Background: an optimization exercise with open tools, aiming at small area, a short achievable clock period and few clock cycles. Do not read the settings as production practice.
The clock input has no modelled driver; a real chip could not lean on it and would need a root buffer or a full tree.
Power is estimated from default activity; no workload was simulated.

Setup of v6:
==> module mpd_top, before the edit <==
module mpd_top (
  input  wire logic           CLK,
  input  wire logic           RST_N,
  input  wire logic           rx_valid,
  input  wire mpd_pkg::byte_t rx_data,
  input  wire logic           rx_last,
  output logic                rx_ready,
  input  wire logic           fw_valid,
  input  wire logic           fw_safe,
  output logic                hdr_valid,
  output mpd_pkg::hdr_u       hdr,
  output logic                tx_valid,
  output mpd_pkg::byte_t      tx_data,
  output logic                tx_last
);
  localparam int AW    = 6;
  localparam int DEPTH = 1 << AW;
  localparam int FW    = 2;
  localparam int NFR   = 1 << FW;
  localparam int HL    = mpd_pkg::HDR_LEN;
  typedef logic [AW:0] ptr_t;
  typedef logic [FW:0] fptr_t;
  mpd_pkg::byte_t mem [DEPTH];
  logic           acc;
  logic           a_infr;      
  ptr_t           wp;          
  logic [4:0]     hcnt;
  logic [4:0]     hidx;
  assign acc  = rx_valid && rx_ready;
  assign hidx = a_infr ? hcnt : 5'd0;
  always_ff @(posedge CLK) begin
    if (acc)
      mem[wp[AW-1:0]] <= rx_data;
  end
  mpd_pkg::byte_t zd;
  assign zd = a_infr ? rx_data : '0;
  always_ff @(posedge CLK) begin
    if (acc && !a_infr)
      hdr.lanes[0] <= rx_data;
    for (int i = 1; i < HL; i++) begin
      if (acc && (!a_infr || hcnt == 5'(i)))
        hdr.lanes[i] <= zd;
    end
    if (acc)
      hcnt <= (hidx == 5'(HL)) ? hidx : hidx + 1'b1;
  end
  ptr_t  fq_end  [NFR];
  logic  fq_safe [NFR];
  fptr_t fwp;                  
  fptr_t fdp;                  
  fptr_t frp;                  
  always_ff @(posedge CLK) begin
    if (acc && rx_last)
      fq_end[fwp[FW-1:0]] <= wp + 1'b1;
    if (fw_valid)
      fq_safe[fdp[FW-1:0]] <= fw_safe;
  end
  ptr_t  rp;
  ptr_t  rp_n;
  ptr_t  cur_end;
  ptr_t  end_n;
  ptr_t  head_end;
  logic  head_safe;
  logic  head_rdy;
  logic  h_dec;                
  logic  h_safe;               
  fptr_t ndec;                 
  fptr_t frp1;
  assign ndec = fdp - frp;
  assign frp1 = frp + 1'b1;
  logic  busy;
  logic  at_last;              
  logic  take;
  logic  start;
  logic  send;
  logic  drop;
  logic  last_byte;
  always_ff @(posedge CLK) begin
    if (take)
      h_safe <= (ndec > fptr_t'(1)) ? fq_safe[frp1[FW-1:0]] : fw_safe;
    else
      h_safe <= (ndec != '0) ? fq_safe[frp[FW-1:0]] : fw_safe;
  end
  assign head_end  = fq_end[frp[FW-1:0]];
  assign head_safe = h_safe;
  assign head_rdy  = h_dec;
  assign take      = head_rdy && (!busy || at_last);
  assign start     = take && head_safe && !busy;
  assign send      = busy || start;
  assign drop      = take && !head_safe;
  assign last_byte = busy ? at_last : rp + 1'b1 == head_end;
  assign rp_n      = drop ? head_end : send ? rp + 1'b1 : rp;
  assign end_n     = (take && head_safe) ? head_end : cur_end;
  localparam int GW = AW / 2;
  localparam int NG = 1 << GW;
  logic [NG-1:0]  rs_lo;       
  logic [NG-1:0]  rs_hi;       
  mpd_pkg::byte_t grp [NG];
  mpd_pkg::byte_t rd_byte;
  always_comb begin
    rd_byte = '0;
    for (int g = 0; g < NG; g++) begin
      grp[g] = '0;
      for (int i = 0; i < NG; i++)
        grp[g] = grp[g] | (mem[g*NG+i] & {8{rs_lo[i]}});
      rd_byte = rd_byte | (grp[g] & {8{rs_hi[g]}});
    end
  end
  always_ff @(posedge CLK or negedge RST_N) begin
    if (!RST_N) begin
      rs_lo <= NG'(1);
      rs_hi <= NG'(1);
    end else begin
      for (int i = 0; i < NG; i++) begin
        rs_lo[i] <= rp_n[GW-1:0] == GW'(i);
        rs_hi[i] <= rp_n[AW-1:GW] == GW'(i);
      end
    end
  end
  always_ff @(posedge CLK) begin
    tx_data <= rd_byte;
    cur_end <= end_n;
    at_last <= rp + 2'd2 == end_n;
  end
  ptr_t  used;
  fptr_t nfq;
  logic  a_infr_n;
  logic  room_byte;
  logic  room_frame;
  logic  h_dec_n;
  logic  busy_n;
  assign h_dec_n = fw_valid || ndec > fptr_t'(1) || (ndec == fptr_t'(1) && !take);
  assign busy_n  = (take && head_safe) ? !(start && last_byte) : (busy && !at_last);
  assign used       = wp - rp;
  assign nfq        = fwp - frp;
  assign a_infr_n   = acc ? !rx_last : a_infr;
  assign room_byte  = busy_n || h_dec_n ||
                      ((send || drop) ? !(used == ptr_t'(DEPTH) && acc)
                                      : !(used == ptr_t'(DEPTH) || (used == ptr_t'(DEPTH - 1) && acc)));
  assign room_frame = take || !(nfq == fptr_t'(NFR) || (nfq == fptr_t'(NFR - 1) && acc && rx_last));
  always_ff @(posedge CLK or negedge RST_N) begin
    if (!RST_N) begin
      rx_ready  <= 1'b0;
      a_infr    <= 1'b0;
      wp        <= '0;
      hdr_valid <= 1'b0;
      fwp       <= '0;
      fdp       <= '0;
      frp       <= '0;
      h_dec     <= 1'b0;
      rp        <= '0;
      busy      <= 1'b0;
      tx_valid  <= 1'b0;
      tx_last   <= 1'b0;
    end else begin
      rx_ready  <= room_byte && (a_infr_n || room_frame);
      a_infr    <= a_infr_n;
      if (acc)
        wp <= wp + 1'b1;
      if (acc && rx_last)
        fwp <= fwp + 1'b1;
      hdr_valid <= acc && rx_last;
      if (fw_valid)
        fdp <= fdp + 1'b1;
      if (take)
        frp <= frp + 1'b1;
      h_dec <= h_dec_n;
      rp <= rp_n;
      busy <= busy_n;
      tx_valid <= send;
      tx_last  <= send && last_byte;
    end
  end
endmodule
Settings: LEC_CHECK=0, CAP_MARGIN=20, CORE_MARGIN=2, CORE_UTILIZATION=70, CTS_BUF_LIST=sky130_fd_sc_hd__clkbuf_16, CTS_CLUSTER_DIAMETER=100, CTS_CLUSTER_SIZE=24, PLACE_DENSITY=0.8, SETUP_SLACK_MARGIN=4.6, SLEW_MARGIN=20; clock period 7.0 ns.
standard.sh (not shown) runs the stock make flow with config.mk's settings and CLKGATE_MAP_FILE= SYNTH_SCRIPT=/design/flow/synth_recipe.tcl, a recipe that flattens the netlist after the stock synthesis.
==> flow/flow/run.sh <==
#!/bin/bash
# The standard layout (the standard.sh), with the clock tree built by flow/cts_hook.tcl
# instead of TritonCTS. ORFS keeps each step's log under orfs/logs; make's own output goes
# to standard.log.
set -euo pipefail
export PRE_CTS_TCL="$PWD/flow/cts_hook.tcl"
bash standard.sh > standard.log 2>&1
Other scripts of this flow, unchanged in this note and not shown: flow/flow/cts_hook.tcl, flow/flow/mytree.tcl
For v7, these inputs were changed with respect to v6:
--- a/flow/design.v
+++ b/flow/design.v
@@ -68,5 +68,5 @@
   assign hidx = a_infr ? hcnt : 5'd0;
   always_ff @(posedge CLK) begin
-    if (acc)
+    if (rx_ready)
       mem[wp[AW-1:0]] <= rx_data;
   end
@@ -74,8 +74,8 @@
   assign zd = a_infr ? rx_data : '0;
   always_ff @(posedge CLK) begin
-    if (acc && !a_infr)
+    if (rx_ready && !a_infr)
       hdr.lanes[0] <= rx_data;
     for (int i = 1; i < HL; i++) begin
-      if (acc && (!a_infr || hcnt == 5'(i)))
+      if (rx_ready && (!a_infr || hcnt == 5'(i)))
         hdr.lanes[i] <= zd;
     end
The higher multi-input gate count came out of v6.
Between v7 and v6, it is v7 whose time the worst path needs with I/O delays and setup is higher, by 26 ps.
v7 vs. v6: total area of multi-input combinational cells dropped about 8%; post-layout net count dropped 8; post-synthesis instance total dropped about 0.37%.
v6 -> v7: via count of the first global-routing pass decreased slightly
What v6 reported for power has to be multiplied by 1.13 to get the figure for v7.
Peak ir drop on the vdd network, v6 and v7: larger value in v7
Status: area of the die parity (v7, v6)
Between v6 and v7, the global-route track usage on met3 is higher for v6.
In the flow results for v6 and v7, the worst relative slew slack is smaller on v6.
Function was not checked in any run of this note: the RTL went through the layout flow alone. No run of this note takes its clock network from TritonCTS; it comes from the design's own scripts or RTL.

-- what the ideal ports hide --
How much do the figures lean on ideal ports? The routed layouts below were timed once more, with nothing changed but the port constraints.
Step 1, drivers: a clkbuf_16 drives CLK and a buf_2 each remaining input, both assumed.
Step 2 also shifts input and output timing later by t, the mid clock arrival at the registers, as if the neighbouring blocks saw the same clock.
Slacks: ideal ports / drivers / drivers and shift; pairs: ideal ports / drivers.
run | t (ns) | setup slack, ns | worst setup path at the end | clock arrival spread, ns
v6 | 0.499 | 4.439 / 4.439 / 4.136 | input to register | 0.016 / 0.016
v7 | 0.495 | 4.413 / 4.382 / 4.258 | input to register | 0.018 / 0.018
After both steps setup and hold are still met in every run listed. For v6, which loses most, drivers alone change the setup slack by 0.000 ns; drivers and shift together by -0.303 ns.
